From an optimization exercise on the open Yosys and OpenROAD flow, aimed at small area; shortcuts taken in it are not production practice.
Where RTL was checked, it was by simulation tests only, not by an equivalence proof against the original.
Power figures rest on the tool's default switching activity, not on a simulated workload.

==> run B: inputs <==
==> flow/design.v <==
`default_nettype none
package rs_syndrome_calc_pkg;
   localparam int          N         = 255;
   localparam int          K         = 223;
   localparam int          NSYM      = N - K;
   localparam logic [8:0]  PRIM_POLY = 9'h11d;
   localparam logic [7:0]  LAST_SLOT = 8'(N - 1);
   function automatic logic [7:0] gf2_8_add(input logic [7:0] a, input logic [7:0] b);
      gf2_8_add = a ^ b;
   endfunction
   function automatic logic [7:0] gf2_8_mul(input logic [7:0] a, input logic [7:0] b);
      logic [7:0] p;
      logic [7:0] t;
      integer     i;
      p = 8'h00;
      t = a;
      for (i = 0; i < 8; i = i + 1) begin
         if (b[i]) p = p ^ t;
         t = t[7] ? ((t << 1) ^ PRIM_POLY[7:0]) : (t << 1);
      end
      gf2_8_mul = p;
   endfunction
   function automatic logic [7:0] alpha_pow(input int e);
      logic [7:0] v;
      v = 8'h01;
      for (int i = 0; i < e; i++) v = gf2_8_mul(v, 8'h02);
      alpha_pow = v;
   endfunction
endpackage
`default_nettype wire
`default_nettype none
module rs_synd_cell
#(
   parameter logic [7:0] COEF = 8'h02
) (
   input  logic       clk,
   input  logic       rst,
   input  logic       i_en,
   input  logic       i_first,
   input  logic [7:0] i_data,
   output logic [7:0] o_acc_next
);
   logic [7:0] r_acc;
   logic [7:0] w_scaled;
   assign w_scaled   = i_first ? 8'h00 : rs_syndrome_calc_pkg::gf2_8_mul(r_acc, COEF);
   assign o_acc_next = rs_syndrome_calc_pkg::gf2_8_add(w_scaled, i_data);
   always_ff @(posedge clk or posedge rst) begin
      if (rst)       r_acc <= 8'h00;
      else if (i_en) r_acc <= o_acc_next;
   end
endmodule
`default_nettype wire
`default_nettype none
module rs_syndrome_calc
(
   input  logic         clk,
   input  logic         rst,
   input  logic         din_valid,
   input  logic         din_sof,
   input  logic [7:0]   data_in,
   output logic         synd_valid,
   input  logic         synd_ready,
   output logic [255:0] syndromes,
   output logic         synd_err,
   output logic         overrun,
   output logic         sync_err
);
   logic [7:0]   r_cnt;
   logic [255:0] r_synd;
   logic         r_valid;
   logic         r_err;
   logic         r_overrun;
   logic         r_sync_err;
   logic [7:0]   w_slot;
   logic         w_first;
   logic         w_last;
   logic         w_sync;
   logic         w_load;
   logic         w_drop;
   logic [255:0] w_acc_next;
   assign w_slot  = (din_valid && din_sof) ? 8'd0 : r_cnt;
   assign w_first = (w_slot == 8'd0);
   assign w_last  = din_valid && (w_slot == rs_syndrome_calc_pkg::LAST_SLOT);
   assign w_sync  = din_valid && din_sof && (r_cnt != 8'd0);
   assign w_load  = w_last && (!r_valid || synd_ready);
   assign w_drop  = w_last && r_valid && !synd_ready;
   genvar j;
   generate
      for (j = 1; j <= rs_syndrome_calc_pkg::NSYM; j++) begin : g_cell
         rs_synd_cell #(
            .COEF (rs_syndrome_calc_pkg::alpha_pow(j))
         ) u_cell (
            .clk        (clk),
            .rst        (rst),
            .i_en       (din_valid),
            .i_first    (w_first),
            .i_data     (data_in),
            .o_acc_next (w_acc_next[8*j-1 -: 8])
         );
      end
   endgenerate
   always_ff @(posedge clk or posedge rst) begin
      if (rst) begin
         r_cnt      <= 8'd0;
         r_synd     <= '0;
         r_valid    <= 1'b0;
         r_err      <= 1'b0;
         r_overrun  <= 1'b0;
         r_sync_err <= 1'b0;
      end else begin
         if (din_valid)
            r_cnt <= (w_slot == rs_syndrome_calc_pkg::LAST_SLOT) ? 8'd0 : w_slot + 8'd1;
         r_sync_err <= w_sync;
         r_overrun  <= w_drop;
         if (w_load) begin
            r_synd  <= w_acc_next;
            r_err   <= |w_acc_next;
            r_valid <= 1'b1;
         end else if (r_valid && synd_ready) begin
            r_valid <= 1'b0;
         end
      end
   end
   assign synd_valid = r_valid;
   assign syndromes  = r_synd;
   assign synd_err   = r_err;
   assign overrun    = r_overrun;
   assign sync_err   = r_sync_err;
endmodule
`default_nettype wire
==> flow/run.sh <==
#!/bin/bash
# synth_recipe.tcl (not shown) runs the flow's synth.tcl, then flattens the netlist and writes it again
# the make line also repeats each setting of config.mk as NAME=value (left out here)
make -C /OpenROAD-flow-scripts/flow DESIGN_CONFIG=/design/flow/config.mk WORK_HOME=/design/flow/orfs CLKGATE_MAP_FILE= SYNTH_SCRIPT=/design/flow/synth_recipe.tcl finish
==> flow/config.mk <==
export PLATFORM = sky130hd
export DESIGN_NAME = rs_syndrome_calc
export DESIGN_NICKNAME = rs_syndrome_calc
export VERILOG_FILES = /design/flow/design.v
export SDC_FILE = /design/flow/constraint.sdc
export NUM_CORES = 4
export LEC_CHECK = 0
export CAP_MARGIN = 20
export CORE_MARGIN = 2
export CORE_UTILIZATION = 40
export SLEW_MARGIN = 20
==> flow/constraint.sdc <==
create_clock -name core_clock -period 6.0 [get_ports {clk}]
set_input_delay 1.2000 -clock core_clock [delete_from_list [all_inputs] [get_ports {clk}]]
set_output_delay 1.2000 -clock core_clock [all_outputs]
set_load 0.01 [all_outputs]
==> inputs of run H, as changes to run B <==
==> flow/design.v, changed modules only <==
module rs_synd_cell
#(
   parameter logic [7:0] COEF = 8'h02
) (
   input  logic       clk,
   input  logic       i_en,
   input  logic       i_first,
   input  logic [7:0] i_data,
   output logic [7:0] o_acc_next
);
   logic [7:0] r_acc;
   logic [7:0] w_scaled;
   assign w_scaled   = i_first ? 8'h00 : rs_syndrome_calc_pkg::gf2_8_mul(r_acc, COEF);
   assign o_acc_next = rs_syndrome_calc_pkg::gf2_8_add(w_scaled, i_data);
   always_ff @(posedge clk) begin
      if (i_en) r_acc <= o_acc_next;
   end
endmodule
module rs_syndrome_calc
(
   input  logic         clk,
   input  logic         rst,
   input  logic         din_valid,
   input  logic         din_sof,
   input  logic [7:0]   data_in,
   output logic         synd_valid,
   input  logic         synd_ready,
   output logic [255:0] syndromes,
   output logic         synd_err,
   output logic         overrun,
   output logic         sync_err
);
   logic [7:0]   r_cnt;
   logic [255:0] r_synd;
   logic         r_valid;
   logic         r_overrun;
   logic         r_sync_err;
   logic [7:0]   w_slot;
   logic         w_first;
   logic         w_last;
   logic         w_sync;
   logic         w_load;
   logic         w_drop;
   logic [255:0] w_acc_next;
   assign w_slot  = (din_valid && din_sof) ? 8'd0 : r_cnt;
   assign w_first = (w_slot == 8'd0);
   assign w_last  = din_valid && (w_slot == rs_syndrome_calc_pkg::LAST_SLOT);
   assign w_sync  = din_valid && din_sof && (r_cnt != 8'd0);
   assign w_load  = w_last && (!r_valid || synd_ready);
   assign w_drop  = w_last && r_valid && !synd_ready;
   genvar j;
   generate
      for (j = 1; j <= rs_syndrome_calc_pkg::NSYM; j++) begin : g_cell
         rs_synd_cell #(
            .COEF (rs_syndrome_calc_pkg::alpha_pow(j))
         ) u_cell (
            .clk        (clk),
            .i_en       (din_valid),
            .i_first    (w_first),
            .i_data     (data_in),
            .o_acc_next (w_acc_next[8*j-1 -: 8])
         );
      end
   endgenerate
   always_ff @(posedge clk or posedge rst) begin
      if (rst) begin
         r_cnt      <= 8'd0;
         r_valid    <= 1'b0;
         r_overrun  <= 1'b0;
         r_sync_err <= 1'b0;
      end else begin
         if (din_valid)
            r_cnt <= (w_slot == rs_syndrome_calc_pkg::LAST_SLOT) ? 8'd0 : w_slot + 8'd1;
         r_sync_err <= w_sync;
         r_overrun  <= w_drop;
         if (w_load) begin
            r_valid <= 1'b1;
         end else if (r_valid && synd_ready) begin
            r_valid <= 1'b0;
         end
      end
   end
   always_ff @(posedge clk) begin
      if (w_load) r_synd <= w_acc_next;
   end
   assign synd_valid = r_valid;
   assign syndromes  = r_synd;
   assign synd_err   = |r_synd;
   assign overrun    = r_overrun;
   assign sync_err   = r_sync_err;
endmodule
==> inputs of run D, as changes to run B <==
==> flow/design.v, changed modules only <==
module rs_synd_cell
#(
   parameter logic [7:0] COEF = 8'h02
) (
   input  logic       clk,
   input  logic       i_en,
   input  logic       i_first,
   input  logic [7:0] i_data,
   output logic [7:0] o_acc_next
);
   logic [7:0] r_acc;
   logic [7:0] w_scaled;
   assign w_scaled   = i_first ? 8'h00 : rs_syndrome_calc_pkg::gf2_8_mul(r_acc, COEF);
   assign o_acc_next = rs_syndrome_calc_pkg::gf2_8_add(w_scaled, i_data);
   always_ff @(posedge clk) begin
      if (i_en) r_acc <= o_acc_next;
   end
endmodule
module rs_syndrome_calc
(
   input  logic         clk,
   input  logic         rst,
   input  logic         din_valid,
   input  logic         din_sof,
   input  logic [7:0]   data_in,
   output logic         synd_valid,
   input  logic         synd_ready,
   output logic [255:0] syndromes,
   output logic         synd_err,
   output logic         overrun,
   output logic         sync_err
);
   logic [7:0]   r_cnt;
   logic [255:0] r_synd;
   logic         r_valid;
   logic         r_overrun;
   logic         r_sync_err;
   logic [7:0]   w_slot;
   logic         w_first;
   logic         w_last;
   logic         w_sync;
   logic         w_load;
   logic         w_drop;
   logic [255:0] w_acc_next;
   assign w_slot  = (din_valid && din_sof) ? 8'd0 : r_cnt;
   assign w_first = (w_slot == 8'd0);
   assign w_last  = din_valid && (w_slot == rs_syndrome_calc_pkg::LAST_SLOT);
   assign w_sync  = din_valid && din_sof && (r_cnt != 8'd0);
   assign w_load  = w_last && (!r_valid || synd_ready);
   assign w_drop  = w_last && r_valid && !synd_ready;
   genvar j;
   generate
      for (j = 1; j <= rs_syndrome_calc_pkg::NSYM; j++) begin : g_cell
         rs_synd_cell #(
            .COEF (rs_syndrome_calc_pkg::alpha_pow(j))
         ) u_cell (
            .clk        (clk),
            .i_en       (din_valid),
            .i_first    (w_first),
            .i_data     (data_in),
            .o_acc_next (w_acc_next[8*j-1 -: 8])
         );
      end
   endgenerate
   always_ff @(posedge clk or posedge rst) begin
      if (rst) begin
         r_cnt      <= 8'd0;
         r_valid    <= 1'b0;
         r_overrun  <= 1'b0;
         r_sync_err <= 1'b0;
      end else begin
         if (din_valid)
            r_cnt <= (w_slot == rs_syndrome_calc_pkg::LAST_SLOT) ? 8'd0 : w_slot + 8'd1;
         r_sync_err <= w_sync;
         r_overrun  <= w_drop;
         if (w_load) begin
            r_valid <= 1'b1;
         end else if (r_valid && synd_ready) begin
            r_valid <= 1'b0;
         end
      end
   end
   always_ff @(posedge clk) begin
      if (w_load) r_synd <= w_acc_next;
   end
   assign synd_valid = r_valid;
   assign syndromes  = r_synd;
   assign synd_err   = |r_synd;
   assign overrun    = r_overrun;
   assign sync_err   = r_sync_err;
endmodule
==> flow/flow/run.sh (new file) <==
#!/bin/bash
# Standard ORFS layout with three changes to how it is made:
#  - port buffers use the smallest buffer (buf_1) instead of the one buffer_ports picks;
#  - CTS uses small clock buffers and inserts no dummy load cells.
# Every tool's output goes to flow_make.log in the work folder (ORFS keeps its own
# per-step logs under orfs/logs/).
set -euo pipefail
export BUFFER_PORTS_ARGS="-buffer_cell sky130_fd_sc_hd__buf_1"
export CTS_ARGS="-sink_clustering_enable -repair_clock_nets -dont_use_dummy_load -sink_clustering_size 22 -sink_clustering_max_diameter 100 -buf_list {sky130_fd_sc_hd__clkbuf_8 sky130_fd_sc_hd__clkbuf_16}"
bash standard.sh finish > flow_make.log 2>&1
==> flow/standard.sh (new file) <==
#!/bin/bash
# synth_recipe.tcl (not shown) runs the flow's synth.tcl, then flattens the netlist and writes it again
# the make line also repeats each setting of config.mk as NAME=value (left out here)
make -C /OpenROAD-flow-scripts/flow DESIGN_CONFIG=/design/flow/config.mk WORK_HOME=/design/flow/orfs CLKGATE_MAP_FILE= SYNTH_SCRIPT=/design/flow/synth_recipe.tcl "${@:-finish}"
CORE_UTILIZATION = 65   (was 40)
PLACE_DENSITY = 0.75   (was unset)
removed: flow/run.sh
==> out/summary.txt <==
Design area: 29500 um2
Crit-path slowest cell: nor4_1
Worst-Margin Slew: 1070 ps
Seq group: 7.55 mW
Final core utilization: 49.9%
Syn_area_per_cell: 14.7 um2
Multi-input combinational area share: 27.2%
Most frequent cells in the layout: 512 x edfxtp_1, 410 x xnor2_1, 263 x clkdlybuf4s50_1, 220 x nand2_1, 201 x xor2_1
Outcome: finished clean
[end of results for run H]
==> out/summary.txt <==
Outcome: finished clean
Worst-Margin Slew: 1090 ps
Seq group: 7.55 mW
Most frequent cells in the layout: 512 x edfxtp_1, 410 x xnor2_1, 263 x buf_1, 220 x nand2_1, 201 x xor2_1
Final core utilization: 71.9%
[end of results for run D]
==> out/summary.txt <==
Multi-input combinational area share: 44.6%
Outcome: finished clean
Final core utilization: 48.5%
Crit-path slowest cell: o21ai_4
Worst-Margin Slew: 1100 ps
Syn_area_per_cell: 8.76 um2
I/O Buffers: 272
Seq group: 5.79 mW
P_comb: 17.3 mW
Most frequent cells in the layout: 524 x dfrtp_1, 484 x xnor2_1, 446 x nand2_1, 446 x nor2_1, 306 x o21ai_0
[end of results for run B]
The RTL of run B was laid out without a check of its function.

static timing again, ports no longer ideal:
In the flow no input, the clock included, has a driving cell. The finished layouts below were timed again as built, in two steps. Step 1 sets driving cells, clkbuf_16 on the clock port and buf_2 on the other inputs (assumed; they add their load-dependent delay and slew). Step 2 moves the port delays by t, midway between the first and last clock arrival at a register: inputs arrive t later, outputs are due t later. That takes back most of the time a late clock gives input paths. Three values: no drivers, after step 1, after step 2; two values: the first two.
run | t (ns) | setup slack, ns | worst setup path after step 2 | latest minus earliest clock arrival (ns)
run B | 0.692 | 0.806 / 0.836 / 0.144 | input to register | 0.018 / 0.018
run H | 0.666 | 1.236 / 1.174 / 1.469 | input to register | 0.036 / 0.036
run D | 0.615 | 1.665 / 1.611 / 1.587 | input to register | 0.029 / 0.029
After both steps setup and hold are still met in every run listed. The setup slack of run B, which loses most, moves by +0.030 ns with the drivers and by -0.662 ns with both steps.
